Source: an optimization exercise on an open RTL-to-GDS flow (aim: small area, a short achievable clock period and few clock cycles per item). Production flows keep margins and buffers that such runs may drop.
The RTL was checked by simulation tests, not by an equivalence proof against the original design.

$ cat design/flow/run.sh
#!/bin/bash
# synth_recipe.tcl (not shown) runs the flow's synth.tcl, then flattens the netlist and writes it again
# the make line also repeats each setting of config.mk as NAME=value (left out here)
make -C /OpenROAD-flow-scripts/flow DESIGN_CONFIG=/design/flow/config.mk WORK_HOME=/design/flow/orfs CLKGATE_MAP_FILE= SYNTH_SCRIPT=/design/flow/synth_recipe.tcl finish
$ cat design/flow/config.mk
export PLATFORM = sky130hd
export DESIGN_NAME = muldiv_unit
export DESIGN_NICKNAME = muldiv_unit
export VERILOG_FILES = /design/flow/design.v
export SDC_FILE = /design/flow/constraint.sdc
export NUM_CORES = 4
export LEC_CHECK = 0
export ABC_AREA = 1
export CAP_MARGIN = 60
export CORE_MARGIN = 2
export CORE_UTILIZATION = 40
export SLEW_MARGIN = 60
$ cat design/flow/constraint.sdc
create_clock -name core_clock -period 150.0 [get_ports {clk}]
set_input_delay 30.0000 -clock core_clock [delete_from_list [all_inputs] [get_ports {clk}]]
set_output_delay 30.0000 -clock core_clock [all_outputs]
set_load 0.01 [all_outputs]
$ cat design/flow/design.v
module muldiv_unit (
    input  logic        clk,
    input  logic        rst,
    input  logic        start,
    input  logic [2:0]  op,
    input  logic [31:0] a,
    input  logic [31:0] b,
    output logic        busy,
    output logic [31:0] hi,
    output logic [31:0] lo
);
    function automatic logic [5:0] clz32(input logic [31:0] v);
        clz32 = 6'd32;
        for (int i = 0; i < 32; i++)
            if (v[i]) clz32 = 6'(31 - i);
    endfunction
    function automatic logic [31:0] cneg(input logic [31:0] x, input logic s);
        logic o;
        o = 1'b0;
        for (int i = 0; i < 32; i++) begin
            cneg[i] = x[i] ^ (s & o);
            o = o | x[i];
        end
    endfunction
    logic        busy_r, first;
    logic [3:0]  cnt;
    logic [1:0]  opr;
    logic        qneg_r, aneg_r, bneg_r;
    logic [31:0] X;
    logic [34:0] M;
    assign busy = busy_r;
    logic is_mul, sgn_mul, sgn_div, sgn;
    assign is_mul  = ~opr[1];
    assign sgn_mul = (opr == 2'd0);
    assign sgn_div = (opr == 2'd2);
    assign sgn     = sgn_mul | sgn_div;
    logic xneg, mneg;
    assign xneg = sgn_div & X[31];
    assign mneg = sgn_div & M[31];
    logic [5:0] cx, cm;
    assign cx = clz32(X ^ {32{sgn & X[31]}});
    assign cm = clz32(M[31:0] ^ {32{sgn & M[31]}});
    logic       swap;
    logic [5:0] cmax, nbits;
    logic [2:0] nd;
    assign swap  = cm > cx;
    assign cmax  = swap ? cm : cx;
    assign nbits = 6'd33 - cmax;
    always_comb begin
        nd = 3'((nbits + 6'd7) >> 3);
        if (nd > 3'd4) nd = 3'd4;
    end
    logic [5:0] lza;
    logic signed [6:0] dd;
    logic [4:0] nq;
    assign lza = xneg ? (cx - 6'd1) : cx;
    assign dd  = 7'({1'b0, cm}) - 7'({1'b0, lza});
    always_comb begin
        if (dd[6]) nq = 5'd1;
        else if (dd > 7'sd30) nq = 5'd16;
        else nq = 5'((dd + 7'sd2) >> 1);
    end
    logic bzero;
    assign bzero = (M[31:0] == 32'd0);
    logic [4:0] ntot;
    always_comb begin
        if (is_mul) ntot = {2'd0, nd};
        else if (bzero) ntot = 5'd1;
        else ntot = nq;
    end
    logic [31:0] Xa;
    assign Xa = cneg(X, xneg);
    logic [31:0] mplr0;
    logic [32:0] shin;
    logic [3:0]  shj;
    logic [34:0] shout;
    assign mplr0 = swap ? M[31:0] : X;
    assign shin  = is_mul ? {1'b0, mplr0} : {M[31:0], 1'b0};
    assign shj   = is_mul ? {nd[1:0] == 2'd0 ? 2'd0 : ~nd[1:0] + 2'd1, 2'b00} : 4'(nq - 5'd1);
    assign shout = {{2{mneg}}, shin} << {shj, 1'b0};
    logic [32:0] mcand;
    logic [31:0] mplr;
    logic [8:0]  dig;
    logic        corr;
    logic [63:0] pin, psh, pnew;
    logic [42:0] ws;
    assign mcand = first ? {sgn_mul & (swap ? X[31] : M[31]), (swap ? X : M[31:0])} : M[32:0];
    assign mplr  = first ? shout[31:0] : X;
    assign dig   = mplr[31:23];
    assign corr  = first & (cmax == 6'd0);
    assign pin   = first ? (corr ? {31'd0, mcand} : 64'd0) : {hi, lo};
    assign psh   = {pin[55:0], 8'd0};
    mdu_csa u_csa (.wp(psh[40:0]), .mc(mcand), .x(dig), .cin(1'b0), .s(ws));
    logic [22:0] up, upi, upd, unew;
    assign up = psh[63:41];
    always_comb begin
        logic ai, ad;
        ai = 1'b1;
        ad = 1'b1;
        for (int i = 0; i < 23; i++) begin
            upi[i] = up[i] ^ ai;
            upd[i] = up[i] ^ ad;
            ai = ai & up[i];
            ad = ad & ~up[i];
        end
    end
    always_comb begin
        case (ws[42:41])
            2'b01:   unew = upi;
            2'b11:   unew = upd;
            default: unew = up;
        endcase
    end
    assign pnew = {unew, ws[40:0]};
    logic [31:0] rin, qin, r1, r2, qout;
    logic [34:0] dn;
    logic        q0, q1;
    assign rin = first ? Xa : hi;
    assign dn  = first ? (shout ^ {35{~mneg}}) : M;
    assign qin = first ? 32'd0 : lo;
    logic [32:0] c0;
    logic [31:0] s0;
    logic bneg;
    assign bneg = first ? mneg : bneg_r;
    assign c0[0] = ~bneg;
    for (genvar k = 0; k < 32; k++) begin : g_r0
        mdu_fa u_fa (.a(rin[k]), .b(dn[k]), .c(c0[k]), .s(s0[k]), .co(c0[k+1]));
    end
    logic ge0;
    mdu_cmp u_cmp (.r(rin), .dn(dn[31:0]), .strict(bneg), .ge(ge0));
    assign q0 = ge0 & (&dn[34:32]);
    assign r1 = q0 ? s0 : rin;
    logic [32:0] c1;
    logic [31:0] s1;
    assign c1[0] = ~bneg;
    for (genvar k = 0; k < 32; k++) begin : g_r1
        mdu_fa u_fa (.a(r1[k]), .b(dn[k+1]), .c(c1[k]), .s(s1[k]), .co(c1[k+1]));
    end
    assign q1 = c1[32] & (&dn[34:33]);
    assign r2 = q1 ? s1 : r1;
    assign qout = {qin[29:0], q0, q1};
    logic qneg, aneg;
    assign qneg = first ? (xneg ^ mneg) : qneg_r;
    assign aneg = first ? xneg : aneg_r;
    logic last;
    assign last = first ? (ntot == 5'd1) : (cnt == 4'd1);
    always_ff @(posedge clk or negedge rst) begin
        if (!rst) begin
            first  <= 1'b0;
            busy_r <= 1'b0;
            hi     <= 32'd0;
            lo     <= 32'd0;
        end else begin
            if (!busy_r) begin
                first  <= start & ~op[2];
                busy_r <= start & ~op[2];
                if (start && op == 3'd4) hi <= a;
                if (start && op == 3'd5) lo <= a;
            end else begin
                first  <= 1'b0;
                busy_r <= ~last;
                if (is_mul) begin
                    {hi, lo} <= pnew;
                end else if (!(first && bzero)) begin
                    hi <= cneg(r2, last & aneg);
                    lo <= cneg(qout, last & qneg);
                end
            end
        end
    end
    always_ff @(posedge clk) begin
        if (!busy_r) begin
            opr <= op[1:0];
            X   <= a;
            M   <= {3'b000, b};
            cnt <= 4'd0;
        end else begin
            cnt <= first ? 4'(ntot - 5'd1) : cnt - 4'd1;
            if (first) begin
                qneg_r <= xneg ^ mneg;
                aneg_r <= xneg;
                bneg_r <= mneg;
            end
            X <= mplr << 8;
            if (is_mul) begin
                M <= {2'b00, mcand};
            end else begin
                M <= {2'b11, dn[34:2]};
            end
        end
    end
endmodule
module mdu_cmp (
    input  logic [31:0] r,
    input  logic [31:0] dn,
    input  logic        strict,
    output logic        ge
);
    logic [31:0] g0, e0;
    assign g0 = r & dn;         
    assign e0 = r ^ dn;         
    logic [15:0] g1, e1;
    logic [7:0]  g2, e2;
    logic [3:0]  g3, e3;
    logic [1:0]  g4, e4;
    for (genvar k = 0; k < 16; k++) begin : g_l1
        assign g1[k] = g0[2*k+1] | (e0[2*k+1] & g0[2*k]);
        assign e1[k] = e0[2*k+1] & e0[2*k];
    end
    for (genvar k = 0; k < 8; k++) begin : g_l2
        assign g2[k] = g1[2*k+1] | (e1[2*k+1] & g1[2*k]);
        assign e2[k] = e1[2*k+1] & e1[2*k];
    end
    for (genvar k = 0; k < 4; k++) begin : g_l3
        assign g3[k] = g2[2*k+1] | (e2[2*k+1] & g2[2*k]);
        assign e3[k] = e2[2*k+1] & e2[2*k];
    end
    for (genvar k = 0; k < 2; k++) begin : g_l4
        assign g4[k] = g3[2*k+1] | (e3[2*k+1] & g3[2*k]);
        assign e4[k] = e3[2*k+1] & e3[2*k];
    end
    assign ge = g4[1] | (e4[1] & g4[0]) | (e4[1] & e4[0] & ~strict);
endmodule
module mdu_fa (
    input  logic a,
    input  logic b,
    input  logic c,
    output logic s,
    output logic co
);
    assign s  = a ^ b ^ c;
    assign co = (a & b) | (a & c) | (b & c);
endmodule
module mdu_ha (
    input  logic a,
    input  logic b,
    output logic s,
    output logic co
);
    assign s  = a ^ b;
    assign co = a & b;
endmodule
module mdu_csa (
    input  logic [40:0] wp,
    input  logic [32:0] mc,
    input  logic [8:0] x,
    input  logic cin,
    output logic [42:0] s
);
    wire one0 = x[1] ^ x[0];
    wire two0 = (x[2] & ~x[1] & ~x[0]) | (~x[2] & x[1] & x[0]);
    wire neg0 = x[2];
    wire n1 = (one0 & mc[0]) ^ neg0;
    wire n2 = ((one0 & mc[1]) | (two0 & mc[0])) ^ neg0;
    wire n3 = ((one0 & mc[2]) | (two0 & mc[1])) ^ neg0;
    wire n4 = ((one0 & mc[3]) | (two0 & mc[2])) ^ neg0;
    wire n5 = ((one0 & mc[4]) | (two0 & mc[3])) ^ neg0;
    wire n6 = ((one0 & mc[5]) | (two0 & mc[4])) ^ neg0;
    wire n7 = ((one0 & mc[6]) | (two0 & mc[5])) ^ neg0;
    wire n8 = ((one0 & mc[7]) | (two0 & mc[6])) ^ neg0;
    wire n9 = ((one0 & mc[8]) | (two0 & mc[7])) ^ neg0;
    wire n10 = ((one0 & mc[9]) | (two0 & mc[8])) ^ neg0;
    wire n11 = ((one0 & mc[10]) | (two0 & mc[9])) ^ neg0;
    wire n12 = ((one0 & mc[11]) | (two0 & mc[10])) ^ neg0;
    wire n13 = ((one0 & mc[12]) | (two0 & mc[11])) ^ neg0;
    wire n14 = ((one0 & mc[13]) | (two0 & mc[12])) ^ neg0;
    wire n15 = ((one0 & mc[14]) | (two0 & mc[13])) ^ neg0;
    wire n16 = ((one0 & mc[15]) | (two0 & mc[14])) ^ neg0;
    wire n17 = ((one0 & mc[16]) | (two0 & mc[15])) ^ neg0;
    wire n18 = ((one0 & mc[17]) | (two0 & mc[16])) ^ neg0;
    wire n19 = ((one0 & mc[18]) | (two0 & mc[17])) ^ neg0;
    wire n20 = ((one0 & mc[19]) | (two0 & mc[18])) ^ neg0;
    wire n21 = ((one0 & mc[20]) | (two0 & mc[19])) ^ neg0;
    wire n22 = ((one0 & mc[21]) | (two0 & mc[20])) ^ neg0;
    wire n23 = ((one0 & mc[22]) | (two0 & mc[21])) ^ neg0;
    wire n24 = ((one0 & mc[23]) | (two0 & mc[22])) ^ neg0;
    wire n25 = ((one0 & mc[24]) | (two0 & mc[23])) ^ neg0;
    wire n26 = ((one0 & mc[25]) | (two0 & mc[24])) ^ neg0;
    wire n27 = ((one0 & mc[26]) | (two0 & mc[25])) ^ neg0;
    wire n28 = ((one0 & mc[27]) | (two0 & mc[26])) ^ neg0;
    wire n29 = ((one0 & mc[28]) | (two0 & mc[27])) ^ neg0;
    wire n30 = ((one0 & mc[29]) | (two0 & mc[28])) ^ neg0;
    wire n31 = ((one0 & mc[30]) | (two0 & mc[29])) ^ neg0;
    wire n32 = ((one0 & mc[31]) | (two0 & mc[30])) ^ neg0;
    wire n33 = ((one0 & mc[32]) | (two0 & mc[31])) ^ neg0;
    wire n34 = ~(((one0 & mc[32]) | (two0 & mc[32])) ^ neg0);
    wire one1 = x[3] ^ x[2];
    wire two1 = (x[4] & ~x[3] & ~x[2]) | (~x[4] & x[3] & x[2]);
    wire neg1 = x[4];
    wire n35 = (one1 & mc[0]) ^ neg1;
    wire n36 = ((one1 & mc[1]) | (two1 & mc[0])) ^ neg1;
    wire n37 = ((one1 & mc[2]) | (two1 & mc[1])) ^ neg1;
    wire n38 = ((one1 & mc[3]) | (two1 & mc[2])) ^ neg1;
    wire n39 = ((one1 & mc[4]) | (two1 & mc[3])) ^ neg1;
    wire n40 = ((one1 & mc[5]) | (two1 & mc[4])) ^ neg1;
    wire n41 = ((one1 & mc[6]) | (two1 & mc[5])) ^ neg1;
    wire n42 = ((one1 & mc[7]) | (two1 & mc[6])) ^ neg1;
    wire n43 = ((one1 & mc[8]) | (two1 & mc[7])) ^ neg1;
    wire n44 = ((one1 & mc[9]) | (two1 & mc[8])) ^ neg1;
    wire n45 = ((one1 & mc[10]) | (two1 & mc[9])) ^ neg1;
    wire n46 = ((one1 & mc[11]) | (two1 & mc[10])) ^ neg1;
    wire n47 = ((one1 & mc[12]) | (two1 & mc[11])) ^ neg1;
    wire n48 = ((one1 & mc[13]) | (two1 & mc[12])) ^ neg1;
    wire n49 = ((one1 & mc[14]) | (two1 & mc[13])) ^ neg1;
    wire n50 = ((one1 & mc[15]) | (two1 & mc[14])) ^ neg1;
    wire n51 = ((one1 & mc[16]) | (two1 & mc[15])) ^ neg1;
    wire n52 = ((one1 & mc[17]) | (two1 & mc[16])) ^ neg1;
    wire n53 = ((one1 & mc[18]) | (two1 & mc[17])) ^ neg1;
    wire n54 = ((one1 & mc[19]) | (two1 & mc[18])) ^ neg1;
    wire n55 = ((one1 & mc[20]) | (two1 & mc[19])) ^ neg1;
    wire n56 = ((one1 & mc[21]) | (two1 & mc[20])) ^ neg1;
    wire n57 = ((one1 & mc[22]) | (two1 & mc[21])) ^ neg1;
    wire n58 = ((one1 & mc[23]) | (two1 & mc[22])) ^ neg1;
    wire n59 = ((one1 & mc[24]) | (two1 & mc[23])) ^ neg1;
    wire n60 = ((one1 & mc[25]) | (two1 & mc[24])) ^ neg1;
    wire n61 = ((one1 & mc[26]) | (two1 & mc[25])) ^ neg1;
    wire n62 = ((one1 & mc[27]) | (two1 & mc[26])) ^ neg1;
    wire n63 = ((one1 & mc[28]) | (two1 & mc[27])) ^ neg1;
    wire n64 = ((one1 & mc[29]) | (two1 & mc[28])) ^ neg1;
    wire n65 = ((one1 & mc[30]) | (two1 & mc[29])) ^ neg1;
    wire n66 = ((one1 & mc[31]) | (two1 & mc[30])) ^ neg1;
    wire n67 = ((one1 & mc[32]) | (two1 & mc[31])) ^ neg1;
    wire n68 = ~(((one1 & mc[32]) | (two1 & mc[32])) ^ neg1);
    wire one2 = x[5] ^ x[4];
    wire two2 = (x[6] & ~x[5] & ~x[4]) | (~x[6] & x[5] & x[4]);
    wire neg2 = x[6];
    wire n69 = (one2 & mc[0]) ^ neg2;
    wire n70 = ((one2 & mc[1]) | (two2 & mc[0])) ^ neg2;
    wire n71 = ((one2 & mc[2]) | (two2 & mc[1])) ^ neg2;
    wire n72 = ((one2 & mc[3]) | (two2 & mc[2])) ^ neg2;
    wire n73 = ((one2 & mc[4]) | (two2 & mc[3])) ^ neg2;
    wire n74 = ((one2 & mc[5]) | (two2 & mc[4])) ^ neg2;
    wire n75 = ((one2 & mc[6]) | (two2 & mc[5])) ^ neg2;
    wire n76 = ((one2 & mc[7]) | (two2 & mc[6])) ^ neg2;
    wire n77 = ((one2 & mc[8]) | (two2 & mc[7])) ^ neg2;
    wire n78 = ((one2 & mc[9]) | (two2 & mc[8])) ^ neg2;
    wire n79 = ((one2 & mc[10]) | (two2 & mc[9])) ^ neg2;
    wire n80 = ((one2 & mc[11]) | (two2 & mc[10])) ^ neg2;
    wire n81 = ((one2 & mc[12]) | (two2 & mc[11])) ^ neg2;
    wire n82 = ((one2 & mc[13]) | (two2 & mc[12])) ^ neg2;
    wire n83 = ((one2 & mc[14]) | (two2 & mc[13])) ^ neg2;
    wire n84 = ((one2 & mc[15]) | (two2 & mc[14])) ^ neg2;
    wire n85 = ((one2 & mc[16]) | (two2 & mc[15])) ^ neg2;
    wire n86 = ((one2 & mc[17]) | (two2 & mc[16])) ^ neg2;
    wire n87 = ((one2 & mc[18]) | (two2 & mc[17])) ^ neg2;
    wire n88 = ((one2 & mc[19]) | (two2 & mc[18])) ^ neg2;
    wire n89 = ((one2 & mc[20]) | (two2 & mc[19])) ^ neg2;
    wire n90 = ((one2 & mc[21]) | (two2 & mc[20])) ^ neg2;
    wire n91 = ((one2 & mc[22]) | (two2 & mc[21])) ^ neg2;
    wire n92 = ((one2 & mc[23]) | (two2 & mc[22])) ^ neg2;
    wire n93 = ((one2 & mc[24]) | (two2 & mc[23])) ^ neg2;
    wire n94 = ((one2 & mc[25]) | (two2 & mc[24])) ^ neg2;
    wire n95 = ((one2 & mc[26]) | (two2 & mc[25])) ^ neg2;
    wire n96 = ((one2 & mc[27]) | (two2 & mc[26])) ^ neg2;
    wire n97 = ((one2 & mc[28]) | (two2 & mc[27])) ^ neg2;
    wire n98 = ((one2 & mc[29]) | (two2 & mc[28])) ^ neg2;
    wire n99 = ((one2 & mc[30]) | (two2 & mc[29])) ^ neg2;
    wire n100 = ((one2 & mc[31]) | (two2 & mc[30])) ^ neg2;
    wire n101 = ((one2 & mc[32]) | (two2 & mc[31])) ^ neg2;
    wire n102 = ~(((one2 & mc[32]) | (two2 & mc[32])) ^ neg2);
    wire one3 = x[7] ^ x[6];
    wire two3 = (x[8] & ~x[7] & ~x[6]) | (~x[8] & x[7] & x[6]);
    wire neg3 = x[8];
    wire n103 = (one3 & mc[0]) ^ neg3;
    wire n104 = ((one3 & mc[1]) | (two3 & mc[0])) ^ neg3;
    wire n105 = ((one3 & mc[2]) | (two3 & mc[1])) ^ neg3;
    wire n106 = ((one3 & mc[3]) | (two3 & mc[2])) ^ neg3;
    wire n107 = ((one3 & mc[4]) | (two3 & mc[3])) ^ neg3;
    wire n108 = ((one3 & mc[5]) | (two3 & mc[4])) ^ neg3;
    wire n109 = ((one3 & mc[6]) | (two3 & mc[5])) ^ neg3;
    wire n110 = ((one3 & mc[7]) | (two3 & mc[6])) ^ neg3;
    wire n111 = ((one3 & mc[8]) | (two3 & mc[7])) ^ neg3;
    wire n112 = ((one3 & mc[9]) | (two3 & mc[8])) ^ neg3;
    wire n113 = ((one3 & mc[10]) | (two3 & mc[9])) ^ neg3;
    wire n114 = ((one3 & mc[11]) | (two3 & mc[10])) ^ neg3;
    wire n115 = ((one3 & mc[12]) | (two3 & mc[11])) ^ neg3;
    wire n116 = ((one3 & mc[13]) | (two3 & mc[12])) ^ neg3;
    wire n117 = ((one3 & mc[14]) | (two3 & mc[13])) ^ neg3;
    wire n118 = ((one3 & mc[15]) | (two3 & mc[14])) ^ neg3;
    wire n119 = ((one3 & mc[16]) | (two3 & mc[15])) ^ neg3;
    wire n120 = ((one3 & mc[17]) | (two3 & mc[16])) ^ neg3;
    wire n121 = ((one3 & mc[18]) | (two3 & mc[17])) ^ neg3;
    wire n122 = ((one3 & mc[19]) | (two3 & mc[18])) ^ neg3;
    wire n123 = ((one3 & mc[20]) | (two3 & mc[19])) ^ neg3;
    wire n124 = ((one3 & mc[21]) | (two3 & mc[20])) ^ neg3;
    wire n125 = ((one3 & mc[22]) | (two3 & mc[21])) ^ neg3;
    wire n126 = ((one3 & mc[23]) | (two3 & mc[22])) ^ neg3;
    wire n127 = ((one3 & mc[24]) | (two3 & mc[23])) ^ neg3;
    wire n128 = ((one3 & mc[25]) | (two3 & mc[24])) ^ neg3;
    wire n129 = ((one3 & mc[26]) | (two3 & mc[25])) ^ neg3;
    wire n130 = ((one3 & mc[27]) | (two3 & mc[26])) ^ neg3;
    wire n131 = ((one3 & mc[28]) | (two3 & mc[27])) ^ neg3;
    wire n132 = ((one3 & mc[29]) | (two3 & mc[28])) ^ neg3;
    wire n133 = ((one3 & mc[30]) | (two3 & mc[29])) ^ neg3;
    wire n134 = ((one3 & mc[31]) | (two3 & mc[30])) ^ neg3;
    wire n135 = ((one3 & mc[32]) | (two3 & mc[31])) ^ neg3;
    wire n136 = ~(((one3 & mc[32]) | (two3 & mc[32])) ^ neg3);
    wire n137, n138;
    mdu_ha un137 (.a(wp[4]), .b(n5), .s(n137), .co(n138));
    wire n139, n140;
    mdu_ha un139 (.a(wp[5]), .b(n6), .s(n139), .co(n140));
    wire n141, n142;
    mdu_fa un141 (.a(wp[6]), .b(n7), .c(n39), .s(n141), .co(n142));
    wire n143, n144;
    mdu_ha un143 (.a(n71), .b(neg3), .s(n143), .co(n144));
    wire n145, n146;
    mdu_fa un145 (.a(wp[7]), .b(n8), .c(n40), .s(n145), .co(n146));
    wire n147, n148;
    mdu_ha un147 (.a(n72), .b(n104), .s(n147), .co(n148));
    wire n149, n150;
    mdu_fa un149 (.a(wp[8]), .b(n9), .c(n41), .s(n149), .co(n150));
    wire n151, n152;
    mdu_ha un151 (.a(n73), .b(n105), .s(n151), .co(n152));
    wire n153, n154;
    mdu_fa un153 (.a(wp[9]), .b(n10), .c(n42), .s(n153), .co(n154));
    wire n155, n156;
    mdu_ha un155 (.a(n74), .b(n106), .s(n155), .co(n156));
    wire n157, n158;
    mdu_fa un157 (.a(wp[10]), .b(n11), .c(n43), .s(n157), .co(n158));
    wire n159, n160;
    mdu_ha un159 (.a(n75), .b(n107), .s(n159), .co(n160));
    wire n161, n162;
    mdu_fa un161 (.a(wp[11]), .b(n12), .c(n44), .s(n161), .co(n162));
    wire n163, n164;
    mdu_ha un163 (.a(n76), .b(n108), .s(n163), .co(n164));
    wire n165, n166;
    mdu_fa un165 (.a(wp[12]), .b(n13), .c(n45), .s(n165), .co(n166));
    wire n167, n168;
    mdu_ha un167 (.a(n77), .b(n109), .s(n167), .co(n168));
    wire n169, n170;
    mdu_fa un169 (.a(wp[13]), .b(n14), .c(n46), .s(n169), .co(n170));
    wire n171, n172;
    mdu_ha un171 (.a(n78), .b(n110), .s(n171), .co(n172));
    wire n173, n174;
    mdu_fa un173 (.a(wp[14]), .b(n15), .c(n47), .s(n173), .co(n174));
    wire n175, n176;
    mdu_ha un175 (.a(n79), .b(n111), .s(n175), .co(n176));
    wire n177, n178;
    mdu_fa un177 (.a(wp[15]), .b(n16), .c(n48), .s(n177), .co(n178));
    wire n179, n180;
    mdu_ha un179 (.a(n80), .b(n112), .s(n179), .co(n180));
    wire n181, n182;
    mdu_fa un181 (.a(wp[16]), .b(n17), .c(n49), .s(n181), .co(n182));
    wire n183, n184;
    mdu_ha un183 (.a(n81), .b(n113), .s(n183), .co(n184));
    wire n185, n186;
    mdu_fa un185 (.a(wp[17]), .b(n18), .c(n50), .s(n185), .co(n186));
    wire n187, n188;
    mdu_ha un187 (.a(n82), .b(n114), .s(n187), .co(n188));
    wire n189, n190;
    mdu_fa un189 (.a(wp[18]), .b(n19), .c(n51), .s(n189), .co(n190));
    wire n191, n192;
    mdu_ha un191 (.a(n83), .b(n115), .s(n191), .co(n192));
    wire n193, n194;
    mdu_fa un193 (.a(wp[19]), .b(n20), .c(n52), .s(n193), .co(n194));
    wire n195, n196;
    mdu_ha un195 (.a(n84), .b(n116), .s(n195), .co(n196));
    wire n197, n198;
    mdu_fa un197 (.a(wp[20]), .b(n21), .c(n53), .s(n197), .co(n198));
    wire n199, n200;
    mdu_ha un199 (.a(n85), .b(n117), .s(n199), .co(n200));
    wire n201, n202;
    mdu_fa un201 (.a(wp[21]), .b(n22), .c(n54), .s(n201), .co(n202));
    wire n203, n204;
    mdu_ha un203 (.a(n86), .b(n118), .s(n203), .co(n204));
    wire n205, n206;
    mdu_fa un205 (.a(wp[22]), .b(n23), .c(n55), .s(n205), .co(n206));
    wire n207, n208;
    mdu_ha un207 (.a(n87), .b(n119), .s(n207), .co(n208));
    wire n209, n210;
    mdu_fa un209 (.a(wp[23]), .b(n24), .c(n56), .s(n209), .co(n210));
    wire n211, n212;
    mdu_ha un211 (.a(n88), .b(n120), .s(n211), .co(n212));
    wire n213, n214;
    mdu_fa un213 (.a(wp[24]), .b(n25), .c(n57), .s(n213), .co(n214));
    wire n215, n216;
    mdu_ha un215 (.a(n89), .b(n121), .s(n215), .co(n216));
    wire n217, n218;
    mdu_fa un217 (.a(wp[25]), .b(n26), .c(n58), .s(n217), .co(n218));
    wire n219, n220;
    mdu_ha un219 (.a(n90), .b(n122), .s(n219), .co(n220));
    wire n221, n222;
    mdu_fa un221 (.a(wp[26]), .b(n27), .c(n59), .s(n221), .co(n222));
    wire n223, n224;
    mdu_ha un223 (.a(n91), .b(n123), .s(n223), .co(n224));
    wire n225, n226;
    mdu_fa un225 (.a(wp[27]), .b(n28), .c(n60), .s(n225), .co(n226));
    wire n227, n228;
    mdu_ha un227 (.a(n92), .b(n124), .s(n227), .co(n228));
    wire n229, n230;
    mdu_fa un229 (.a(wp[28]), .b(n29), .c(n61), .s(n229), .co(n230));
    wire n231, n232;
    mdu_ha un231 (.a(n93), .b(n125), .s(n231), .co(n232));
    wire n233, n234;
    mdu_fa un233 (.a(wp[29]), .b(n30), .c(n62), .s(n233), .co(n234));
    wire n235, n236;
    mdu_ha un235 (.a(n94), .b(n126), .s(n235), .co(n236));
    wire n237, n238;
    mdu_fa un237 (.a(wp[30]), .b(n31), .c(n63), .s(n237), .co(n238));
    wire n239, n240;
    mdu_ha un239 (.a(n95), .b(n127), .s(n239), .co(n240));
    wire n241, n242;
    mdu_fa un241 (.a(wp[31]), .b(n32), .c(n64), .s(n241), .co(n242));
    wire n243, n244;
    mdu_ha un243 (.a(n96), .b(n128), .s(n243), .co(n244));
    wire n245, n246;
    mdu_fa un245 (.a(wp[32]), .b(n33), .c(n65), .s(n245), .co(n246));
    wire n247, n248;
    mdu_ha un247 (.a(n97), .b(n129), .s(n247), .co(n248));
    wire n249 = ~(wp[33] ^ n34);
    wire n250 = wp[33] | n34;
    wire n251, n252;
    mdu_fa un251 (.a(n66), .b(n98), .c(n130), .s(n251), .co(n252));
    wire n253 = ~(wp[34] ^ n67);
    wire n254 = wp[34] | n67;
    wire n255, n256;
    mdu_ha un255 (.a(n99), .b(n131), .s(n255), .co(n256));
    wire n257, n258;
    mdu_fa un257 (.a(wp[35]), .b(n68), .c(n100), .s(n257), .co(n258));
    wire n259 = ~wp[36];
    wire n260, n261;
    mdu_ha un260 (.a(cin), .b(wp[0]), .s(n260), .co(n261));
    wire n262, n263;
    mdu_ha un262 (.a(wp[2]), .b(n3), .s(n262), .co(n263));
    wire n264, n265;
    mdu_ha un264 (.a(wp[3]), .b(n4), .s(n264), .co(n265));
    wire n266, n267;
    mdu_fa un266 (.a(n137), .b(n37), .c(neg2), .s(n266), .co(n267));
    wire n268, n269;
    mdu_fa un268 (.a(n138), .b(n139), .c(n38), .s(n268), .co(n269));
    wire n270, n271;
    mdu_fa un270 (.a(n140), .b(n141), .c(n143), .s(n270), .co(n271));
    wire n272, n273;
    mdu_fa un272 (.a(n142), .b(n144), .c(n145), .s(n272), .co(n273));
    wire n274, n275;
    mdu_fa un274 (.a(n146), .b(n148), .c(n149), .s(n274), .co(n275));
    wire n276, n277;
    mdu_fa un276 (.a(n150), .b(n152), .c(n153), .s(n276), .co(n277));
    wire n278, n279;
    mdu_fa un278 (.a(n154), .b(n156), .c(n157), .s(n278), .co(n279));
    wire n280, n281;
    mdu_fa un280 (.a(n158), .b(n160), .c(n161), .s(n280), .co(n281));
    wire n282, n283;
    mdu_fa un282 (.a(n162), .b(n164), .c(n165), .s(n282), .co(n283));
    wire n284, n285;
    mdu_fa un284 (.a(n166), .b(n168), .c(n169), .s(n284), .co(n285));
    wire n286, n287;
    mdu_fa un286 (.a(n170), .b(n172), .c(n173), .s(n286), .co(n287));
    wire n288, n289;
    mdu_fa un288 (.a(n174), .b(n176), .c(n177), .s(n288), .co(n289));
    wire n290, n291;
    mdu_fa un290 (.a(n178), .b(n180), .c(n181), .s(n290), .co(n291));
    wire n292, n293;
    mdu_fa un292 (.a(n182), .b(n184), .c(n185), .s(n292), .co(n293));
    wire n294, n295;
    mdu_fa un294 (.a(n186), .b(n188), .c(n189), .s(n294), .co(n295));
    wire n296, n297;
    mdu_fa un296 (.a(n190), .b(n192), .c(n193), .s(n296), .co(n297));
    wire n298, n299;
    mdu_fa un298 (.a(n194), .b(n196), .c(n197), .s(n298), .co(n299));
    wire n300, n301;
    mdu_fa un300 (.a(n198), .b(n200), .c(n201), .s(n300), .co(n301));
    wire n302, n303;
    mdu_fa un302 (.a(n202), .b(n204), .c(n205), .s(n302), .co(n303));
    wire n304, n305;
    mdu_fa un304 (.a(n206), .b(n208), .c(n209), .s(n304), .co(n305));
    wire n306, n307;
    mdu_fa un306 (.a(n210), .b(n212), .c(n213), .s(n306), .co(n307));
    wire n308, n309;
    mdu_fa un308 (.a(n214), .b(n216), .c(n217), .s(n308), .co(n309));
    wire n310, n311;
    mdu_fa un310 (.a(n218), .b(n220), .c(n221), .s(n310), .co(n311));
    wire n312, n313;
    mdu_fa un312 (.a(n222), .b(n224), .c(n225), .s(n312), .co(n313));
    wire n314, n315;
    mdu_fa un314 (.a(n226), .b(n228), .c(n229), .s(n314), .co(n315));
    wire n316, n317;
    mdu_fa un316 (.a(n230), .b(n232), .c(n233), .s(n316), .co(n317));
    wire n318, n319;
    mdu_fa un318 (.a(n234), .b(n236), .c(n237), .s(n318), .co(n319));
    wire n320, n321;
    mdu_fa un320 (.a(n238), .b(n240), .c(n241), .s(n320), .co(n321));
    wire n322, n323;
    mdu_fa un322 (.a(n242), .b(n244), .c(n245), .s(n322), .co(n323));
    wire n324, n325;
    mdu_fa un324 (.a(n246), .b(n248), .c(n249), .s(n324), .co(n325));
    wire n326, n327;
    mdu_fa un326 (.a(n250), .b(n252), .c(n253), .s(n326), .co(n327));
    wire n328, n329;
    mdu_fa un328 (.a(n254), .b(n256), .c(n257), .s(n328), .co(n329));
    wire n330, n331;
    mdu_fa un330 (.a(n258), .b(n259), .c(n101), .s(n330), .co(n331));
    wire n332, n333;
    mdu_fa un332 (.a(wp[36]), .b(wp[37]), .c(n102), .s(n332), .co(n333));
    wire n334 = ~wp[38];
    wire n335, n336;
    mdu_ha un335 (.a(n260), .b(neg0), .s(n335), .co(n336));
    wire n337, n338;
    mdu_fa un337 (.a(n261), .b(wp[1]), .c(n2), .s(n337), .co(n338));
    wire n339, n340;
    mdu_fa un339 (.a(n262), .b(neg1), .c(n35), .s(n339), .co(n340));
    wire n341, n342;
    mdu_fa un341 (.a(n263), .b(n264), .c(n36), .s(n341), .co(n342));
    wire n343, n344;
    mdu_fa un343 (.a(n265), .b(n266), .c(n69), .s(n343), .co(n344));
    wire n345, n346;
    mdu_fa un345 (.a(n267), .b(n268), .c(n70), .s(n345), .co(n346));
    wire n347, n348;
    mdu_fa un347 (.a(n269), .b(n270), .c(n103), .s(n347), .co(n348));
    wire n349, n350;
    mdu_fa un349 (.a(n271), .b(n272), .c(n147), .s(n349), .co(n350));
    wire n351, n352;
    mdu_fa un351 (.a(n273), .b(n274), .c(n151), .s(n351), .co(n352));
    wire n353, n354;
    mdu_fa un353 (.a(n275), .b(n276), .c(n155), .s(n353), .co(n354));
    wire n355, n356;
    mdu_fa un355 (.a(n277), .b(n278), .c(n159), .s(n355), .co(n356));
    wire n357, n358;
    mdu_fa un357 (.a(n279), .b(n280), .c(n163), .s(n357), .co(n358));
    wire n359, n360;
    mdu_fa un359 (.a(n281), .b(n282), .c(n167), .s(n359), .co(n360));
    wire n361, n362;
    mdu_fa un361 (.a(n283), .b(n284), .c(n171), .s(n361), .co(n362));
    wire n363, n364;
    mdu_fa un363 (.a(n285), .b(n286), .c(n175), .s(n363), .co(n364));
    wire n365, n366;
    mdu_fa un365 (.a(n287), .b(n288), .c(n179), .s(n365), .co(n366));
    wire n367, n368;
    mdu_fa un367 (.a(n289), .b(n290), .c(n183), .s(n367), .co(n368));
    wire n369, n370;
    mdu_fa un369 (.a(n291), .b(n292), .c(n187), .s(n369), .co(n370));
    wire n371, n372;
    mdu_fa un371 (.a(n293), .b(n294), .c(n191), .s(n371), .co(n372));
    wire n373, n374;
    mdu_fa un373 (.a(n295), .b(n296), .c(n195), .s(n373), .co(n374));
    wire n375, n376;
    mdu_fa un375 (.a(n297), .b(n298), .c(n199), .s(n375), .co(n376));
    wire n377, n378;
    mdu_fa un377 (.a(n299), .b(n300), .c(n203), .s(n377), .co(n378));
    wire n379, n380;
    mdu_fa un379 (.a(n301), .b(n302), .c(n207), .s(n379), .co(n380));
    wire n381, n382;
    mdu_fa un381 (.a(n303), .b(n304), .c(n211), .s(n381), .co(n382));
    wire n383, n384;
    mdu_fa un383 (.a(n305), .b(n306), .c(n215), .s(n383), .co(n384));
    wire n385, n386;
    mdu_fa un385 (.a(n307), .b(n308), .c(n219), .s(n385), .co(n386));
    wire n387, n388;
    mdu_fa un387 (.a(n309), .b(n310), .c(n223), .s(n387), .co(n388));
    wire n389, n390;
    mdu_fa un389 (.a(n311), .b(n312), .c(n227), .s(n389), .co(n390));
    wire n391, n392;
    mdu_fa un391 (.a(n313), .b(n314), .c(n231), .s(n391), .co(n392));
    wire n393, n394;
    mdu_fa un393 (.a(n315), .b(n316), .c(n235), .s(n393), .co(n394));
    wire n395, n396;
    mdu_fa un395 (.a(n317), .b(n318), .c(n239), .s(n395), .co(n396));
    wire n397, n398;
    mdu_fa un397 (.a(n319), .b(n320), .c(n243), .s(n397), .co(n398));
    wire n399, n400;
    mdu_fa un399 (.a(n321), .b(n322), .c(n247), .s(n399), .co(n400));
    wire n401, n402;
    mdu_fa un401 (.a(n323), .b(n324), .c(n251), .s(n401), .co(n402));
    wire n403, n404;
    mdu_fa un403 (.a(n325), .b(n326), .c(n255), .s(n403), .co(n404));
    wire n405, n406;
    mdu_fa un405 (.a(n327), .b(n328), .c(n132), .s(n405), .co(n406));
    wire n407, n408;
    mdu_fa un407 (.a(n329), .b(n330), .c(n133), .s(n407), .co(n408));
    wire n409, n410;
    mdu_fa un409 (.a(n331), .b(n332), .c(n134), .s(n409), .co(n410));
    wire n411, n412;
    mdu_fa un411 (.a(n333), .b(n334), .c(n135), .s(n411), .co(n412));
    wire n413, n414;
    mdu_fa un413 (.a(wp[38]), .b(wp[39]), .c(n136), .s(n413), .co(n414));
    wire n415 = ~wp[40];
    wire n416, n417;
    mdu_ha un416 (.a(n335), .b(n1), .s(n416), .co(n417));
    wire n418, n419;
    mdu_fa un418 (.a(n336), .b(n337), .c(n417), .s(n418), .co(n419));
    wire n420, n421;
    mdu_fa un420 (.a(n338), .b(n339), .c(n419), .s(n420), .co(n421));
    wire n422, n423;
    mdu_fa un422 (.a(n340), .b(n341), .c(n421), .s(n422), .co(n423));
    wire n424, n425;
    mdu_fa un424 (.a(n342), .b(n343), .c(n423), .s(n424), .co(n425));
    wire n426, n427;
    mdu_fa un426 (.a(n344), .b(n345), .c(n425), .s(n426), .co(n427));
    wire n428, n429;
    mdu_fa un428 (.a(n346), .b(n347), .c(n427), .s(n428), .co(n429));
    wire n430, n431;
    mdu_fa un430 (.a(n348), .b(n349), .c(n429), .s(n430), .co(n431));
    wire n432, n433;
    mdu_fa un432 (.a(n350), .b(n351), .c(n431), .s(n432), .co(n433));
    wire n434, n435;
    mdu_fa un434 (.a(n352), .b(n353), .c(n433), .s(n434), .co(n435));
    wire n436, n437;
    mdu_fa un436 (.a(n354), .b(n355), .c(n435), .s(n436), .co(n437));
    wire n438, n439;
    mdu_fa un438 (.a(n356), .b(n357), .c(n437), .s(n438), .co(n439));
    wire n440, n441;
    mdu_fa un440 (.a(n358), .b(n359), .c(n439), .s(n440), .co(n441));
    wire n442, n443;
    mdu_fa un442 (.a(n360), .b(n361), .c(n441), .s(n442), .co(n443));
    wire n444, n445;
    mdu_fa un444 (.a(n362), .b(n363), .c(n443), .s(n444), .co(n445));
    wire n446, n447;
    mdu_fa un446 (.a(n364), .b(n365), .c(n445), .s(n446), .co(n447));
    wire n448, n449;
    mdu_fa un448 (.a(n366), .b(n367), .c(n447), .s(n448), .co(n449));
    wire n450, n451;
    mdu_fa un450 (.a(n368), .b(n369), .c(n449), .s(n450), .co(n451));
    wire n452, n453;
    mdu_fa un452 (.a(n370), .b(n371), .c(n451), .s(n452), .co(n453));
    wire n454, n455;
    mdu_fa un454 (.a(n372), .b(n373), .c(n453), .s(n454), .co(n455));
    wire n456, n457;
    mdu_fa un456 (.a(n374), .b(n375), .c(n455), .s(n456), .co(n457));
    wire n458, n459;
    mdu_fa un458 (.a(n376), .b(n377), .c(n457), .s(n458), .co(n459));
    wire n460, n461;
    mdu_fa un460 (.a(n378), .b(n379), .c(n459), .s(n460), .co(n461));
    wire n462, n463;
    mdu_fa un462 (.a(n380), .b(n381), .c(n461), .s(n462), .co(n463));
    wire n464, n465;
    mdu_fa un464 (.a(n382), .b(n383), .c(n463), .s(n464), .co(n465));
    wire n466, n467;
    mdu_fa un466 (.a(n384), .b(n385), .c(n465), .s(n466), .co(n467));
    wire n468, n469;
    mdu_fa un468 (.a(n386), .b(n387), .c(n467), .s(n468), .co(n469));
    wire n470, n471;
    mdu_fa un470 (.a(n388), .b(n389), .c(n469), .s(n470), .co(n471));
    wire n472, n473;
    mdu_fa un472 (.a(n390), .b(n391), .c(n471), .s(n472), .co(n473));
    wire n474, n475;
    mdu_fa un474 (.a(n392), .b(n393), .c(n473), .s(n474), .co(n475));
    wire n476, n477;
    mdu_fa un476 (.a(n394), .b(n395), .c(n475), .s(n476), .co(n477));
    wire n478, n479;
    mdu_fa un478 (.a(n396), .b(n397), .c(n477), .s(n478), .co(n479));
    wire n480, n481;
    mdu_fa un480 (.a(n398), .b(n399), .c(n479), .s(n480), .co(n481));
    wire n482, n483;
    mdu_fa un482 (.a(n400), .b(n401), .c(n481), .s(n482), .co(n483));
    wire n484, n485;
    mdu_fa un484 (.a(n402), .b(n403), .c(n483), .s(n484), .co(n485));
    wire n486, n487;
    mdu_fa un486 (.a(n404), .b(n405), .c(n485), .s(n486), .co(n487));
    wire n488, n489;
    mdu_fa un488 (.a(n406), .b(n407), .c(n487), .s(n488), .co(n489));
    wire n490, n491;
    mdu_fa un490 (.a(n408), .b(n409), .c(n489), .s(n490), .co(n491));
    wire n492, n493;
    mdu_fa un492 (.a(n410), .b(n411), .c(n491), .s(n492), .co(n493));
    wire n494, n495;
    mdu_fa un494 (.a(n412), .b(n413), .c(n493), .s(n494), .co(n495));
    wire n496, n497;
    mdu_fa un496 (.a(n414), .b(n415), .c(n495), .s(n496), .co(n497));
    wire n498 = ~(wp[40] ^ n497);
    wire n499 = wp[40] | n497;
    wire n500 = ~n499;
    assign s[0] = n416;
    assign s[1] = n418;
    assign s[2] = n420;
    assign s[3] = n422;
    assign s[4] = n424;
    assign s[5] = n426;
    assign s[6] = n428;
    assign s[7] = n430;
    assign s[8] = n432;
    assign s[9] = n434;
    assign s[10] = n436;
    assign s[11] = n438;
    assign s[12] = n440;
    assign s[13] = n442;
    assign s[14] = n444;
    assign s[15] = n446;
    assign s[16] = n448;
    assign s[17] = n450;
    assign s[18] = n452;
    assign s[19] = n454;
    assign s[20] = n456;
    assign s[21] = n458;
    assign s[22] = n460;
    assign s[23] = n462;
    assign s[24] = n464;
    assign s[25] = n466;
    assign s[26] = n468;
    assign s[27] = n470;
    assign s[28] = n472;
    assign s[29] = n474;
    assign s[30] = n476;
    assign s[31] = n478;
    assign s[32] = n480;
    assign s[33] = n482;
    assign s[34] = n484;
    assign s[35] = n486;
    assign s[36] = n488;
    assign s[37] = n490;
    assign s[38] = n492;
    assign s[39] = n494;
    assign s[40] = n496;
    assign s[41] = n498;
    assign s[42] = n500;
endmodule
==> impl_metrics.json, run 1 <==
{
  "setup.worst_path.start_class": "primary input",
  "timing.rr.start": "opr[0]",
  "grt_use_total": 0.331,
  "synth-simple-area-share": 0.239,
  "die_y_um": 248,
  "path_cells": "clkdlybuf4s50_1, nand3b_1, o21ai_0, nand2_1, clkinv_2, buf_4, nand3_1, o22a_1",
  "synth-adder-area-share": 0.211,
  "place_area_um2": 26100,
  "hold_path_class": "reg2reg",
  "worstMarginPinSlew_ps": 640,
  "die-width_um": 248,
  "yosysWarnings": 1,
  "synth.yosys.seq_area_share": 0.134,
  "ctsResizeCount": 0,
  "async_reset_ff_frac": 0.468,
  "num_antenna_cells": 0,
  "avgSynthCellArea_um2": 6.80,
  "vias_per_cell": 5.81,
  "hold_violations": 0,
  "ys_ff_latch": 141,
  "synth_compound_area_frac": 0.203,
  "syn-cell-area_um2": 23900,
  "synth.area.top_cells": "fa_1 (16%), nand2_1 (12%), xor2_1 (8.7%), inv_1 (7.3%), dfrtp_1 (6.9%)",
  "worst-path-buf-inv": 3,
  "cts_buffer_depth": 2,
  "final_cell_area_um2": 26800,
  "boundaryPins": 135,
  "final_cells": 4338,
  "nets": 3908,
  "fmax_mhz": 31.0,
  "yosysUniqueCellTypes": 68,
  "grt_start_max_net_pins": 123,
  "clk_latency_ps": 520,
  "run_status": "no timing/DRC/antenna violations",
  "syn_nets": 3870,
  "muxShareOfSynthArea": 0.00587,
  "worstPathRequired_ps": 150400,
  "dr.pass1.iters": 6,
  "setup_viol": 0,
  "core-area_um2": 59000,
  "synth_edf_count": 5,
  "path_delay_family": "buffers and inverters",
  "rsz0062_at_grt": "false",
  "post_cts_buffers": 0,
  "synth-xor-area-share": 0.0934,
  "post-route-period-util": 0.215,
  "syn_inst": 3514,
  "placed_cells": 4303,
  "layout-drive-gt1-share": 0.0701,
  "fin_tns_setup_ps": 0,
  "wl_per_cell_um": 23.6,
  "ff_latch_area_um2": 3210,
  "skew_ps": 21.3,
  "cp_max_fo": 28,
  "synth_top_area_share": 0.164,
  "drc_errors": 0,
  "antenna_found_initial": 0,
  "slowest_stage": "clkdlybuf4s50_1",
  "arrival_ps": 32640,
  "rrSetupSlack_ps": 121900,
  "cts_max_level": 4,
  "io_buffers": 134,
  "place_congestion": 1.02,
  "hold_buffers": 0,
  "grt_overflow": 0,
  "cp-end-kind": "flip-flop",
  "path_depth": 8,
  "grt_pass1_wl_um": 151000,
  "synth_top_family_by_area": "simple AND/OR/NAND/NOR gates",
  "synth_area_leader_cell": "fa_1",
  "dominantRegCellSynth": "dfxtp_1",
  "cap_violations": 0,
  "initial_core_util": 0.405,
  "cts_made_buffers": 17,
  "slew_violations": 0,
  "path_class": "in2reg",
  "relSlewSlack": 0.570,
  "cts.sink_count": 141,
  "drtIter0Drc": 2588,
  "worstRegToRegCells": 139,
  "tritoncts": "yes",
  "n_fill_cell": 6262,
  "period_needed_ps": 32250,
  "synth.most_common_cell": "nand2_1",
  "holdWs_ps": 563,
  "grt_pass1_vias": 23800,
  "row_count": 89,
  "ant_nets": 0,
  "critPathCapture": "lo[6]",
  "hpwl_um": 78900,
  "vias": 25200,
  "cts_root_buf": "clkbuf_16",
  "die_area_um2": 61700,
  "routed_wl_um": 102000,
  "r2r-end": "lo[31]",
  "area_growth_pct": 12.3,
  "clkTransAtPathRegs_ps": 70,
  "synth_top_cells_by_count": "nand2_1 (777), inv_1 (465), o21ai_0 (286), nor2_1 (257), xor2_1 (238)",
  "crit_start": "op[1]",
  "multiInputGateArea_um2": 18200,
  "slowest_delay_ps": 450
}
## sequential cells by signal, indices dropped and copies added (netlist names)
name / flops
M: 34
X: 32
aneg_r: 1
bneg_r: 1
busy_r: 1
cnt: 4
first: 1
hi: 32
lo: 32
opr: 2
qneg_r: 1
## metal layers
layer,GRT usage,part of all wire,routed length (um)
met4,0.158,0.049,5040
met3,0.0600,0.097,9920
met5,0,0,0
met1,0.443,0.41,42200
met2,0.516,0.44,45100
## cell families after synthesis
kind of cell,count (synthesis)
AOI/OAI and AO/OA,829
xor gates and xnor gates,253
adders and majority gates,286
buffers and inverters,684
DFF,141
muxes,14
and+or+nand+nor,1307
## metrics by stage
stage	utilization	setup WS (ps)
finish	0.455	117750
global placement	0.440	117000
floorplan	-	118670
global route	0.455	117700
CTS	0.453	117840
detailed placement	0.443	117310
## final cells by class
cell class / instances / share of cell area
Inverter: 482 / 0.0679
Clock inverter: 12 / 0.00536
Clock buffer: 20 / 0.0167
Timing Repair Buffer: 221 / 0.0774
Tap cell: 773 / 0.0361
Sequential cell: 141 / 0.120
Multi-Input combinational cell: 2689 / 0.677
## worst min-delay path: cells and delay by family, from the launching register on
family          cells  cell delay (ps)
compound gates      2              130
flops               1              350
buf+inv             1               40
## how the worst min path moves through the flow
| stage | startpoint | endpoint | slack, ps | cells after the start |
|---|---|---|---|---|
| after floorplan | cnt[0] | cnt[0] | 530 | 3 |
| after global placement | lo[16] | lo[16] | 540 | 1 |
| after detailed placement | lo[16] | lo[16] | 550 | 1 |
| after CTS | lo[16] | lo[16] | 570 | 1 |
| after global routing | cnt[0] | cnt[0] | 590 | 3 |
| final | cnt[0] | cnt[0] | 560 | 3 |
## placed cells by master, fill, tap and decap left out, types with 18 or more instances in the layout
master	synthesis	routed
xor2_1	238	238
ha_1	90	89
inv_1	465	457
buf_4	7	75
dfxtp_1	70	68
a21oi_1	148	148
nand4_1	28	28
o22ai_1	156	156
or2_2	22	22
clkdlybuf4s50_1	0	133
dfrtp_1	66	65
o21ai_1	60	60
o211ai_1	25	25
a211oi_1	18	18
o21ai_0	286	273
o221ai_1	39	39
nand2_1	777	775
nor3_1	18	18
a31oi_1	35	35
nor2_1	257	253
fa_1	196	196
nand3_1	119	119
Testbench counts, summed over its fixed seeds: cycles 41,128, ops 12,000.
==> run 2, diff against run 1 <==
--- a/design/flow/config.mk
+++ b/design/flow/config.mk
@@ -6,7 +6,7 @@
 export NUM_CORES = 4
 export LEC_CHECK = 0
 export ABC_AREA = 1
-export CAP_MARGIN = 60
+export CAP_MARGIN = 20
 export CORE_MARGIN = 2
 export CORE_UTILIZATION = 40
-export SLEW_MARGIN = 60
+export SLEW_MARGIN = 20
==> impl_metrics.json, run 2 <==
{
  "boundaryPins": 135,
  "ys_ff_latch": 141,
  "clkTransAtPathRegs_ps": 70,
  "mostFrequentLayoutCells": "nand2_1 (776), inv_1 (461), o21ai_0 (284)",
  "fin_tns_setup_ps": 0,
  "grt_pass1_wl_um": 151000,
  "ff_latch_area_um2": 3200,
  "vias_per_cell": 5.83,
  "arrival_ps": 33000,
  "skew_ps": 10.3,
  "hold_path_class": "reg2reg",
  "cts.sink_count": 141,
  "core-area_um2": 59000,
  "timing.rr.start": "X[31]",
  "cts_root_buf": "clkbuf_16",
  "synth.most_common_cell": "nand2_1",
  "synth_edf_count": 5,
  "r2r-end": "lo[31]",
  "crit_start": "op[1]",
  "die_area_um2": 61700,
  "layout_commonest_cell": "nand2_1",
  "run_status": "no timing/DRC/antenna violations",
  "cap_violations": 0,
  "area_growth_pct": 11.1,
  "routed_wl_um": 102000,
  "hpwl_um": 78400,
  "die_y_um": 248,
  "vias": 25200,
  "cts_buffer_depth": 2,
  "die-width_um": 248,
  "wl_per_cell_um": 23.6,
  "grt_use_total": 0.332,
  "hold_buffers": 0,
  "grt_overflow": 0,
  "antenna_found_initial": 1,
  "holdWs_ps": 570,
  "drc_errors": 0,
  "setup_viol": 0,
  "synth_area_leader_cell": "fa_1",
  "critPathCapture": "lo[8]",
  "synth_top_area_share": 0.164,
  "period_needed_ps": 32610,
  "ant_nets": 0,
  "cp-end-kind": "flip-flop",
  "grt_pass1_vias": 24000,
  "slew_violations": 0,
  "syn-cell-area_um2": 23900,
  "io_buffers": 134,
  "row_count": 89,
  "tritoncts": "yes",
  "cts_made_buffers": 17,
  "post_cts_buffers": 0,
  "dp_slack_ps": 116930,
  "dr.pass1.iters": 6,
  "setup.worst_path.start_class": "primary input",
  "drtIter0Drc": 2508,
  "nets": 3901,
  "relSlewSlack": 0.226,
  "yosysWarnings": 1,
  "grt_start_max_net_pins": 123,
  "timing.final.ws_setup_ps": 117400,
  "cp_max_fo": 28,
  "ctsResizeCount": 0,
  "syn_inst": 3514,
  "async_reset_ff_frac": 0.468,
  "largest_reg_flops": 34,
  "yosysUniqueCellTypes": 68,
  "dominantRegCellSynth": "dfxtp_1",
  "n_fill_cell": 6282,
  "synth.area.top_cells": "fa_1 (16%), nand2_1 (12%), xor2_1 (8.7%), inv_1 (7.3%), dfrtp_1 (6.9%)",
  "initial_core_util": 0.405,
  "multiInputGateArea_um2": 18000,
  "place_congestion": 1.02,
  "hold_depth": 1,
  "fmax_mhz": 30.7,
  "syn_nets": 3870,
  "rsz0062_at_grt": "false",
  "synth_top_cells_by_count": "nand2_1 (777), inv_1 (465), o21ai_0 (286), nor2_1 (257), xor2_1 (238)",
  "post-route-period-util": 0.217,
  "synth.yosys.seq_area_share": 0.134,
  "worstRegToRegCells": 135,
  "avgSynthCellArea_um2": 6.80,
  "layout-drive-gt1-share": 0.0618,
  "cts_max_level": 4,
  "rrSetupSlack_ps": 121040,
  "clk_latency_ps": 510,
  "path_class": "in2reg",
  "hold_violations": 0,
  "worstPathRequired_ps": 150400,
  "worstMarginPinSlew_ps": 1150,
  "top_register": "M"
}
run 2: cell count changes in the layout (fill, tap and decap cells not counted), moves of 4 or more:
cell      change
o21ai_0      +11
buf_6         -7
buf_4         +5
clkinv_2      -5
o21ai_2       -5
o21ai_4       -5
a221oi_1      +4
a221oi_2      -4
inv_1         +4
run 2: area by class of cell:
class                      instances  area share
clock buffer                      20      0.0180
multi-input combinational       2689       0.679
tap                              773      0.0364
timing repair buffer             214      0.0736
clock inverter                    12     0.00406
inverter                         482      0.0683
sequential                       141       0.121
antenna                            1   0.0000943
run 2: worst min path at each step:
stage | startpoint | to | slack [ps]
3_3_place_gp | lo[16] | lo[16] | 540
4_1_cts | cnt[0] | cnt[0] | 570
6_report | lo[16] | lo[16] | 570
5_1_grt | cnt[0] | cnt[0] | 590
2_1_floorplan | cnt[0] | cnt[0] | 530
3_5_place_dp | hi[27] | hi[27] | 550
run 2: worst max-delay path, stage by stage:
cell and delay, ps:
clkdlybuf4s50_1 500, nand3b_1 310, o21ai_0 120, nand2_1 460, clkinv_1 830, buf_4 510
o22a_1 230
run 2: through the flow:
stage,instance area [um2],utilization,cells
final,26500,0.450,4332
after global placement,25900,0.440,4299
after global routing,26500,0.450,4331
after floorplan,23900,-,3514
after CTS,26500,0.450,4331
after detailed placement,25900,0.440,4299
run 2: logic make-up (layout without fill, tap and decap cells):
| group | count (synthesis) | in the layout | synth area share |
|---|---|---|---|
| buffers and inverters | 684 | 728 | 0.113 |
| AND/OR/NAND/NOR | 1307 | 1307 | 0.239 |
| adder cells (fa/ha/maj) | 286 | 286 | 0.211 |
| other | 0 | 1 | 0 |
| XOR/XNOR | 253 | 253 | 0.0934 |
| multiplexers | 14 | 14 | 0.00587 |
| AO/OA/AOI/OAI | 829 | 829 | 0.203 |
| flip-flops | 141 | 141 | 0.134 |
run 2: routing by layer:
layer	share of wire	vias to the layer above	GRT usage
met5	0	-	0
met4	0.043	0	0.144
met3	0.11	215	0.0849
met2	0.45	1325	0.519
met1	0.40	12100	0.434
li1	-	11600	-
==> run 3, diff against run 2 <==
==> design/flow/flow/run.sh (new file) <==
#!/bin/bash
# Layout flow: the standard ORFS flow (standard.sh) with two changes.
#  1. Synthesis maps the logic with flow/abc_area.script, an area-oriented
#     ABC script (map -a, then buffering and sizing). Registers are mapped
#     before ABC runs, so they are exactly the standard synthesis's.
#  2. Ports are buffered with sky130_fd_sc_hd__buf_2 cells.
# Each tool's log is under orfs/logs/; make's own output is in flow_make.log.
set -euo pipefail
W=$(pwd)
rm -rf "$W/scripts_mod"
cp -r "$FLOW_HOME/scripts" "$W/scripts_mod"
cp "$W/flow/abc_area.script" "$W/scripts_mod/abc_area.script"
export SCRIPTS_DIR="$W/scripts_mod"
export BUFFER_PORTS_ARGS="-buffer_cell sky130_fd_sc_hd__buf_2"
bash "$W/standard.sh" > "$W/flow_make.log" 2>&1
==> design/flow/flow/abc_area.script (new file) <==
strash
dch
map -a
topo
stime -c
buffer -c
upsize -c
dnsize -c
==> design/flow/standard.sh (new file) <==
#!/bin/bash
# synth_recipe.tcl (not shown) runs the flow's synth.tcl, then flattens the netlist and writes it again
# the make line also repeats each setting of config.mk as NAME=value (left out here)
make -C /OpenROAD-flow-scripts/flow DESIGN_CONFIG=/design/flow/config.mk WORK_HOME=/design/flow/orfs CLKGATE_MAP_FILE= SYNTH_SCRIPT=/design/flow/synth_recipe.tcl "${@:-finish}"
--- a/design/flow/config.mk
+++ b/design/flow/config.mk
@@ -8,5 +8,5 @@
 export ABC_AREA = 1
 export CAP_MARGIN = 20
 export CORE_MARGIN = 2
-export CORE_UTILIZATION = 40
+export CORE_UTILIZATION = 65
 export SLEW_MARGIN = 20
removed: design/flow/run.sh
==> impl_metrics.json, run 3 <==
{
  "slew_violations": 0,
  "wl_met3_um": 15000,
  "hold_violations": 0,
  "tritoncts": "yes",
  "antenna_found_initial": 4,
  "cts.sink_count": 141,
  "timing.final.ws_setup_ps": 118480,
  "top_layer": "met5",
  "ctsResizeCount": 0,
  "synth.most_common_cell": "nand2_1",
  "yosysWarnings": 1,
  "core-area_um2": 35500,
  "ff_latch_area_um2": 3210,
  "dp_slack_ps": 118110,
  "wl_met1_um": 33400,
  "relSlewSlack": 0.294,
  "vias": 25600,
  "cts_max_level": 4,
  "grt_pass1_vias": 24800,
  "drc_errors": 0,
  "post_cts_buffers": 0,
  "synth.area.top_cells": "fa_1 (17%), xor2_1 (8.6%), nand2_1 (7.7%), dfrtp_1 (7.1%), inv_1 (7.0%)",
  "run_status": "no timing/DRC/antenna violations",
  "routed_wl_um": 96900,
  "boundaryPins": 135,
  "fin_util": 0.703,
  "grt_use_total": 0.511,
  "layout_commonest_cell": "nand2_1",
  "grt_start_max_net_pins": 69,
  "async_reset_ff_frac": 0.468,
  "path_cells": "buf_2, nor3b_1, a21oi_1, a21oi_4, buf_4, nand3_1, o22a_1",
  "worstRegToRegCells": 135,
  "clk_latency_ps": 460,
  "cap_violations": 0,
  "slowest_stage": "buf_4",
  "hpwl_um": 72300,
  "cts_root_buf": "clkbuf_16",
  "synth_edf_count": 5,
  "post-route-period-util": 0.210,
  "skew_ps": 15.5,
  "synth.yosys.seq_area_share": 0.137,
  "ant_nets": 0,
  "clkTransAtPathRegs_ps": 70,
  "avgSynthCellArea_um2": 7.06,
  "drtIter0Drc": 4055,
  "arrival_ps": 31870,
  "grt_pass1_wl_um": 146000,
  "synth_area_leader_cell": "fa_1",
  "row_count": 69,
  "mostFrequentLayoutCells": "nand2_1 (477), inv_1 (431), nor2_1 (363)",
  "io_buffers": 134,
  "nets": 3702,
  "syn_inst": 3307,
  "grt_overflow": 0,
  "hold_path_class": "reg2reg",
  "syn_nets": 3663,
  "rsz0062_at_grt": "false",
  "setup_viol": 0,
  "synth_top_area_share": 0.168,
  "hold_buffers": 0,
  "syn-cell-area_um2": 23300,
  "top_register": "M",
  "period_needed_ps": 31520,
  "hold_depth": 1,
  "n_fill_cell": 2988,
  "layout-drive-gt1-share": 0.105,
  "fmax_mhz": 31.7,
  "die-width_um": 193,
  "die_y_um": 193,
  "final_cells": 3823,
  "initial_core_util": 0.658,
  "vias_per_cell": 6.68,
  "cp_max_fo": 60,
  "wl_per_cell_um": 25.3,
  "placed_cells": 3788,
  "multiInputGateArea_um2": 17600,
  "cts_made_buffers": 17,
  "yosysUniqueCellTypes": 73,
  "route.met2.wl_um": 39900,
  "synth_top_cells_by_count": "nand2_1 (478), inv_1 (434), nor2_1 (368), o21ai_0 (296), xor2_1 (229)",
  "area_growth_pct": 6.91,
  "worstPathRequired_ps": 150350,
  "setup.worst_path.start_class": "primary input",
  "dr.pass1.iters": 9,
  "slowest_delay_ps": 530,
  "cp-end-kind": "flip-flop",
  "dominantRegCellSynth": "dfxtp_1",
  "largest_reg_flops": 34,
  "die_area_um2": 37400,
  "worstMarginPinSlew_ps": 1060,
  "path_class": "in2reg",
  "place_congestion": 1.07,
  "ys_ff_latch": 141,
  "fin_tns_setup_ps": 0,
  "cts_buffer_depth": 2
}
==> run 3: changes by cell type in the layout (fill, tap and decap cells not counted), moves of 14 or more <==
cell	previous run	this run
nor2_1	255	363
buf_2	0	134
o21ai_2	5	19
a21oi_1	148	200
or2_2	22	5
clkdlybuf4s50_1	133	0
nand3_1	119	49
inv_1	461	431
nand2_1	776	477
==> run 3: routing by layer <==
layer	vias up	GRT usage
met2	2183	0.747
met3	543	0.175
met4	8	0.361
met1	11800	0.632
met5	-	0
li1	11000	-
==> run 3: path summary, 6_finish.rpt <==
kind	startpoint	endpoint	slack (ps)
setup / recovery	op[1]	lo[21]	118480
hold reg to reg	lo[2]	lo[2]	550
max in group asynchronous	rst	first	119470
hold / removal	lo[2]	lo[2]	550
min in group asynchronous	rst	hi[12]	29790
setup reg to reg	opr[0]	hi[31]	118990
==> run 3: stage by stage <==
| step | cell area [um2] | hold WS (ps) |
|---|---|---|
| 6_report | 24900 | 552 |
| 5_1_grt | 24900 | 584 |
| 4_1_cts | 24900 | 550 |
| 3_5_place_dp | 24400 | 533 |
| 3_3_place_gp | 24400 | 519 |
| 2_1_floorplan | 23300 | 522 |
==> run 3: logic make-up after synthesis <==
logic type	share of synthesized area
and+or+nand+nor	0.171
xor gates and xnor gates	0.103
buffers and inverters	0.113
AOI/OAI and AO/OA	0.247
adders and majority gates	0.216
DFF	0.137
muxes	0.0125
==> run 3: layout make-up <==
cell class / instances / area share
multi-input combinational: 2514 / 0.704
antenna: 3 / 0.000301
sequential: 141 / 0.129
timing repair buffer: 216 / 0.0516
clock buffer: 19 / 0.0182
clock inverter: 13 / 0.00497
inverter: 456 / 0.0688
tap: 461 / 0.0231
==> run 3: critical path, delay by kind of cell <==
kind,cells,cell delay (ps)
simple gates,2,570
buf+inv,2,640
compound gates,3,610

[afterwards: timing with drivers on the ports]
Ports are ideal in the flow. The routed layouts listed here were re-timed in OpenROAD.
Step 1: set_driving_cell puts a clkbuf_16 on clk and a buf_2 on each other input, an assumption about the parent block.
Step 2 adds t to the input delays and takes it off the output delays; t is the mean of the earliest and latest rising clock arrival at the registers after step 1. Input paths then give back, and output paths get back, about the clock's delay inside the block.
a / b / c = ideal / step 1 / step 2; a / b = the first two.
run	shift t [ns]	setup WS [ns]	worst setup path at the end
run 1	0.558	117.754 / 117.783 / 117.225	input to register
run 2	0.559	117.395 / 117.427 / 116.868	input to register
run 3	0.501	118.482 / 118.509 / 118.008	input to register
After both steps every run listed still meets setup and hold. The setup slack of run 1, which loses most, moves by +0.029 ns with the drivers and by -0.529 ns with both steps.
